Context: an optimization exercise on an open-source flow, tuned for small area. The choices shown serve that exercise and are no tape-out recipe.
Function was checked by simulation only, so behaviour that the tests miss may differ from the original.
Power is estimated from default activity; no workload was simulated. The flow treats the clock pin as an ideal source, which a real chip does not have.

Design switch_top, start of the top module:
module switch_top
(
   input  logic                      clk,
   input  logic                      rst_n_i,
   input  logic [6-1:0]  rx_dv_i,
   input  logic [4*6-1:0] rx_nibble_i,
   output logic [6-1:0]  tx_en_o,
   output logic [4*6-1:0] tx_nibble_o
);
==> flow/config.mk <==
export PLATFORM = sky130hd
export DESIGN_NAME = switch_top
export DESIGN_NICKNAME = switch_top
export VERILOG_FILES = /design/flow/design.v
export SDC_FILE = /design/flow/constraint.sdc
export NUM_CORES = 4
export LEC_CHECK = 0
export CAP_MARGIN = 20
export CORE_MARGIN = 2
export CORE_UTILIZATION = 75
export CTS_BUF_LIST = sky130_fd_sc_hd__clkbuf_16
export CTS_CLUSTER_DIAMETER = 80
export CTS_CLUSTER_SIZE = 30
export PLACE_DENSITY = 0.8
export SLEW_MARGIN = 20
==> flow/constraint.sdc <==
create_clock -name core_clock -period 7.0 [get_ports {clk}]
set_input_delay 1.4000 -clock core_clock [delete_from_list [all_inputs] [get_ports {clk}]]
set_output_delay 1.4000 -clock core_clock [all_outputs]
set_load 0.01 [all_outputs]
standard.sh (not shown) runs the stock make flow with config.mk's settings and CLKGATE_MAP_FILE= SYNTH_SCRIPT=/design/flow/synth_recipe.tcl, a recipe that flattens the netlist after the stock synthesis.
==> flow/flow/run.sh <==
#!/bin/bash
# Standard layout, with clock tree synthesis told not to add dummy loads.
set -euo pipefail
export CTS_ARGS="-sink_clustering_enable -repair_clock_nets -sink_clustering_size 30 -sink_clustering_max_diameter 80 -buf_list sky130_fd_sc_hd__clkbuf_16 -dont_use_dummy_load"
bash standard.sh > standard.log 2>&1
Rerun with:
CORE_UTILIZATION = 65   (was 75)
PLACE_DENSITY = default   (was 0.8)
After rerunning: Synthesized area is unchanged; final cell count is higher by a few percent; via count is lower by a little under a tenth; clock power is lower by a few percent; die area is higher by about a fifth; fmax is higher by roughly a tenth; non-clock buffer count is higher by 1; setup slack improved by 0.54 ns; global-route usage is lower by 10 points.
Rerun with:
==> flow/flow/run.sh (replaced) <==
#!/bin/bash
# Standard layout, with clock tree synthesis told not to add dummy loads.
set -euo pipefail
export CTS_ARGS="-sink_clustering_enable -repair_clock_nets -sink_clustering_size 32 -sink_clustering_max_diameter 80 -buf_list sky130_fd_sc_hd__clkbuf_16 -dont_use_dummy_load"
bash standard.sh > standard.log 2>&1
CTS_CLUSTER_SIZE = 32   (was 30)
After rerunning: Utilization came out lower by 0.16 points. Hold slack gains 0.039 ns. Area after synthesis does not change. Clock power went down by 2.8%. Power shrinks by 0.78%.

========
The RTL this note starts from:
==> flow/design.v <==
`default_nettype none
package switch_pkg;
   typedef logic [3:0] nibble_t;
endpackage
`default_nettype wire
`timescale 1ns/1ps
`default_nettype none
module ingress_buffer
#(
   parameter int PORT_ID = 0
)
(
   input  logic       clk,
   input  logic       rst_n_i,
   input  logic       rx_dv_i,
   input  logic [3:0] rx_nibble_i,
   input  logic       gnt_i,       
   output logic       req_o,       
   output logic       own_o,       
   output logic       send_o,      
   output logic [2:0] dst_o,       
   output logic [3:0] nib_o        
);
   localparam int R = 116;
   localparam int TAP0 = 1;
   localparam int TAP1 = 25;
   localparam int TAP2 = 49;
   localparam int TAP3 = 73;
   localparam int TAP4 = 97;
   logic [2:0] st_q;
   logic [6:0] c_q;
   logic [6:0] b_q;      
   logic       ok_q;     
   logic [2:0] dst_q;
   logic [2:0] tap_q;
   logic [4*R-1:0] ring_q;
   wire s_idle = st_q == 3'b000;
   wire s_recv = st_q[0] & ~st_q[2];
   wire s_wait = st_q[1];
   wire s_gnt  = st_q[2] & ~st_q[0];
   wire s_send = st_q[2] & st_q[0];
   wire [6:0] c_inc = c_q + 7'd1;
   wire wr = rx_dv_i & ~(s_recv & b_q[6]);
   always_ff @(posedge clk)
      ring_q <= {ring_q[4*R-5:0], wr ? rx_nibble_i : ring_q[4*R-1 -: 4]};
   wire [3:0] ch = c_q[6:3];
   wire at_tap = (c_q[2:0] == 3'd0) &
                 ((ch == 4'd0) | (ch == 4'd3) | (ch == 4'd6) | (ch == 4'd9) | (ch == 4'd12));
   wire [2:0] tap_sel = {c_q[6], c_q[5], c_q[3]};
   wire       hdr     = (b_q[6:3] == 4'd0) & ~(b_q[2] & b_q[1]);    
   wire       dst_nib = (b_q[2:0] == 3'd5) & c_q[0];                
   wire       dst_bad = rx_nibble_i[3] | (rx_nibble_i[2:0] == 3'd0) | (rx_nibble_i[2:0] == 3'd7) |
                        (rx_nibble_i[2:0] == 3'(PORT_ID + 1));
   wire       bad     = hdr & (dst_nib ? dst_bad : (rx_nibble_i != 4'd0));
   wire       accept  = ok_q & (b_q[6:3] != 4'd0);
   wire       last    = c_inc == {b_q[5:0], 1'b0};
   always_ff @(posedge clk)
   begin
      if ((s_idle & rx_dv_i) | (s_gnt & at_tap) | (~s_send & (c_q[6:4] == 3'b111) & c_q[1] & c_q[0]))
         c_q <= '0;
      else
         c_q <= c_inc;
      if (s_idle)
         b_q <= '0;
      else if (s_recv & rx_dv_i & ~c_q[0])
         b_q <= b_q + 7'd1;
      if (s_idle)
         ok_q <= rx_nibble_i == 4'd2;
      else if (s_recv & rx_dv_i & (bad | (b_q[6] & ~c_q[0])))    
         ok_q <= 1'b0;
      if (s_recv & rx_dv_i & hdr & dst_nib)
         dst_q <= rx_nibble_i[2:0];
      if (s_gnt)
         tap_q <= tap_sel;
   end
   always_ff @(posedge clk)
   begin
      if (!rst_n_i)
         st_q <= 3'b000;
      else if (s_idle)
      begin
         if (rx_dv_i)
            st_q <= 3'b001;
      end
      else if (s_recv)
      begin
         if (!rx_dv_i)
            st_q <= accept ? 3'b010 : 3'b000;
      end
      else if (s_wait)
      begin
         if (gnt_i)
            st_q <= 3'b100;
      end
      else if (s_gnt)
      begin
         if (at_tap)
            st_q <= 3'b101;
      end
      else if (last)
         st_q <= 3'b000;
   end
   logic [3:0] tap_nib;
   always_comb
   begin
      case (tap_q[2:1])
         2'b00:   tap_nib = tap_q[0] ? ring_q[4*TAP1 +: 4] : ring_q[4*TAP0 +: 4];
         2'b01:   tap_nib = ring_q[4*TAP2 +: 4];
         2'b10:   tap_nib = ring_q[4*TAP3 +: 4];
         default: tap_nib = ring_q[4*TAP4 +: 4];
      endcase
   end
   logic [3:0] nib;
   always_comb
   begin
      if (c_q[6:4] != 3'd0 || c_q[3:2] == 2'b11)
         nib = tap_nib;                  
      else if (c_q[3:0] == 4'd0)
         nib = 4'h2;
      else if (c_q[3:0] == 4'd10)
         nib = {1'b0, dst_q};
      else
         nib = 4'h0;
   end
   assign req_o  = s_wait;
   assign own_o  = st_q[2];
   assign send_o = s_send;
   assign dst_o  = dst_q;
   assign nib_o  = nib;    
endmodule
`default_nettype wire
`timescale 1ns/1ps
`default_nettype none
module switch_fabric
(
   input  logic                          clk,
   input  logic                          rst_n_i,
   input  logic [6-1:0]      req_i,
   input  logic [6-1:0]      own_i,
   input  logic [6-1:0]      send_i,
   input  logic [6-1:0][2:0] dst_i,
   input  logic [6-1:0][3:0] nib_i,
   output logic [6-1:0]      gnt_o,
   output logic [6-1:0]      tx_en_o,
   output logic [4*6-1:0]    tx_nibble_o
);
   localparam int N = 6;
   logic [2:0]   ptr_q [N];
   logic [N-1:0] to_out [N];     
   logic [N-1:0] res;
   logic [N-1:0] gnt_mat [N];    
   logic [N-1:0] ptr_at [N];     
   always_comb
      for (int o = 0; o < N; o++)
      begin
         ptr_at[o][0] = !ptr_q[o][0] & !ptr_q[o][2];
         ptr_at[o][1] =  ptr_q[o][0] & !ptr_q[o][1];
         ptr_at[o][2] =  ptr_q[o][1] & !ptr_q[o][2];
         ptr_at[o][3] =  ptr_q[o][0] &  ptr_q[o][2];
         ptr_at[o][4] =  ptr_q[o][1] & !ptr_q[o][0];
         ptr_at[o][5] =  ptr_q[o][2] & !ptr_q[o][1];
      end
   always_comb
   begin
      for (int i = 0; i < N; i++)
         for (int o = 0; o < N; o++)
            to_out[i][o] = (i != o) && dst_i[i] == 3'(o + 1);
      for (int o = 0; o < N; o++)
      begin
         res[o]                = 1'b0;
         tx_en_o[o]            = 1'b0;
         tx_nibble_o[4*o +: 4] = 4'h0;
         for (int i = 0; i < N; i++)
         begin
            res[o]                = res[o] | (own_i[i] & to_out[i][o]);
            tx_en_o[o]            = tx_en_o[o] | (send_i[i] & to_out[i][o]);
            tx_nibble_o[4*o +: 4] = tx_nibble_o[4*o +: 4] | ({4{send_i[i] & to_out[i][o]}} & nib_i[i]);
         end
      end
      for (int i = 0; i < N; i++)
         for (int o = 0; o < N; o++)
            gnt_mat[i][o] = req_i[i] && to_out[i][o] && ptr_at[o][i] && !res[o];
      for (int i = 0; i < N; i++)
         gnt_o[i] = |gnt_mat[i];
   end
   for (genvar o = 0; o < N; o++)
   begin : g_out
      always_ff @(posedge clk)
      begin
         if (!rst_n_i)
            ptr_q[o] <= '0;
         else if (!res[o])
            ptr_q[o] <= {ptr_q[o][1:0], !ptr_q[o][2]};
      end
   end
endmodule
`default_nettype wire
`timescale 1ns/1ps
`default_nettype none
module switch_top
(
   input  logic                      clk,
   input  logic                      rst_n_i,
   input  logic [6-1:0]  rx_dv_i,
   input  logic [4*6-1:0] rx_nibble_i,
   output logic [6-1:0]  tx_en_o,
   output logic [4*6-1:0] tx_nibble_o
);
   wire [6-1:0]      req;
   wire [6-1:0]      own;
   wire [6-1:0]      send;
   wire [6-1:0]      gnt;
   wire [6-1:0][2:0] dst;
   wire [6-1:0][3:0] nib;
   for (genvar g = 0; g < 6; g++)
   begin : g_port
      ingress_buffer #(.PORT_ID(g)) u_ibuf
      (
         .clk         (clk),
         .rst_n_i     (rst_n_i),
         .rx_dv_i     (rx_dv_i[g]),
         .rx_nibble_i (rx_nibble_i[4*g +: 4]),
         .gnt_i       (gnt[g]),
         .req_o       (req[g]),
         .own_o       (own[g]),
         .send_o      (send[g]),
         .dst_o       (dst[g]),
         .nib_o       (nib[g])
      );
   end
   switch_fabric u_fabric
   (
      .clk         (clk),
      .rst_n_i     (rst_n_i),
      .req_i       (req),
      .own_i       (own),
      .send_i      (send),
      .dst_i       (dst),
      .nib_i       (nib),
      .gnt_o       (gnt),
      .tx_en_o     (tx_en_o),
      .tx_nibble_o (tx_nibble_o)
   );
endmodule
`default_nettype wire
export LEC_CHECK = 0
export CAP_MARGIN = 20
export CORE_MARGIN = 2
export CORE_UTILIZATION = 65
export CTS_BUF_LIST = sky130_fd_sc_hd__clkbuf_16
export CTS_CLUSTER_DIAMETER = 100
export CTS_CLUSTER_SIZE = 26
export SLEW_MARGIN = 20
create_clock -name core_clock -period 7.0 [get_ports {clk}]
run.sh (not shown) runs the stock make flow with config.mk's settings and CLKGATE_MAP_FILE= SYNTH_SCRIPT=/design/flow/synth_recipe.tcl, a recipe that flattens the netlist after the stock synthesis.
Stock flow here: none of the scripts above is used.
The starting point ran to the end with no violations.
Change:
==> flow/flow/run.sh (new file) <==
#!/bin/bash
# Standard layout with two changes: clock tree synthesis adds no dummy loads,
# and the port buffers are the smallest buffer cell.
set -euo pipefail
export CTS_ARGS="-sink_clustering_enable -repair_clock_nets -sink_clustering_size 32 -sink_clustering_max_diameter 80 -buf_list sky130_fd_sc_hd__clkbuf_16 -dont_use_dummy_load"
export BUFFER_PORTS_ARGS="-buffer_cell sky130_fd_sc_hd__buf_1"
bash standard.sh > standard.log 2>&1
==> flow/standard.sh (new file) <==
#!/bin/bash
# synth_recipe.tcl (not shown) runs the flow's synth.tcl, then flattens the netlist and writes it again
# the make line also repeats each setting of config.mk as NAME=value (left out here)
make -C /OpenROAD-flow-scripts/flow DESIGN_CONFIG=/design/flow/config.mk WORK_HOME=/design/flow/orfs CLKGATE_MAP_FILE= SYNTH_SCRIPT=/design/flow/synth_recipe.tcl "${@:-finish}"
- CTS_CLUSTER_DIAMETER: 100 -> 80
- CTS_CLUSTER_SIZE: 26 -> 32
removed: flow/run.sh
Effect:
- critical path depth does not change
- fmax grows by about 5.3%
- via count decreases by 0.79%
- cell area is lower by 1.8%
- clock skew grows by 27 ps

-- static timing again, ports no longer ideal --
The results above use ideal ports. As a check the final layouts listed here were re-extracted and re-timed, cells and wires unchanged. Step 1, drivers: a clkbuf_16 drives clk and a buf_2 each remaining input, both assumed. Step 2 also shifts input and output timing later by t, the mid clock arrival at the registers, as if the neighbouring blocks saw the same clock. Slacks: no drivers / after step 1 / after step 2; pairs: no drivers / after step 1.
| run | t, ns | setup slack, ns | slew at the worst register clock pin (ns) | worst slew at a driven data input, ns |
|---|---|---|---|---|
| the first run of note 1 | 0.789 | 0.899 / 0.826 / 1.616 | 0.12 / 0.12 | 0.10 |
| the second run of note 1 | 0.774 | 1.440 / 1.367 / 2.141 | 0.11 / 0.11 | 0.13 |
| the third run of note 1 | 0.766 | 1.467 / 1.396 / 2.161 | 0.12 / 0.12 | 0.13 |
| the first run of note 2 | 0.827 | 1.380 / 1.305 / 2.132 | 0.11 / 0.11 | 0.13 |
| the second run of note 2 | 0.767 | 1.665 / 1.589 / 2.356 | 0.12 / 0.12 | 0.13 |
After both steps every run listed still meets setup and hold.
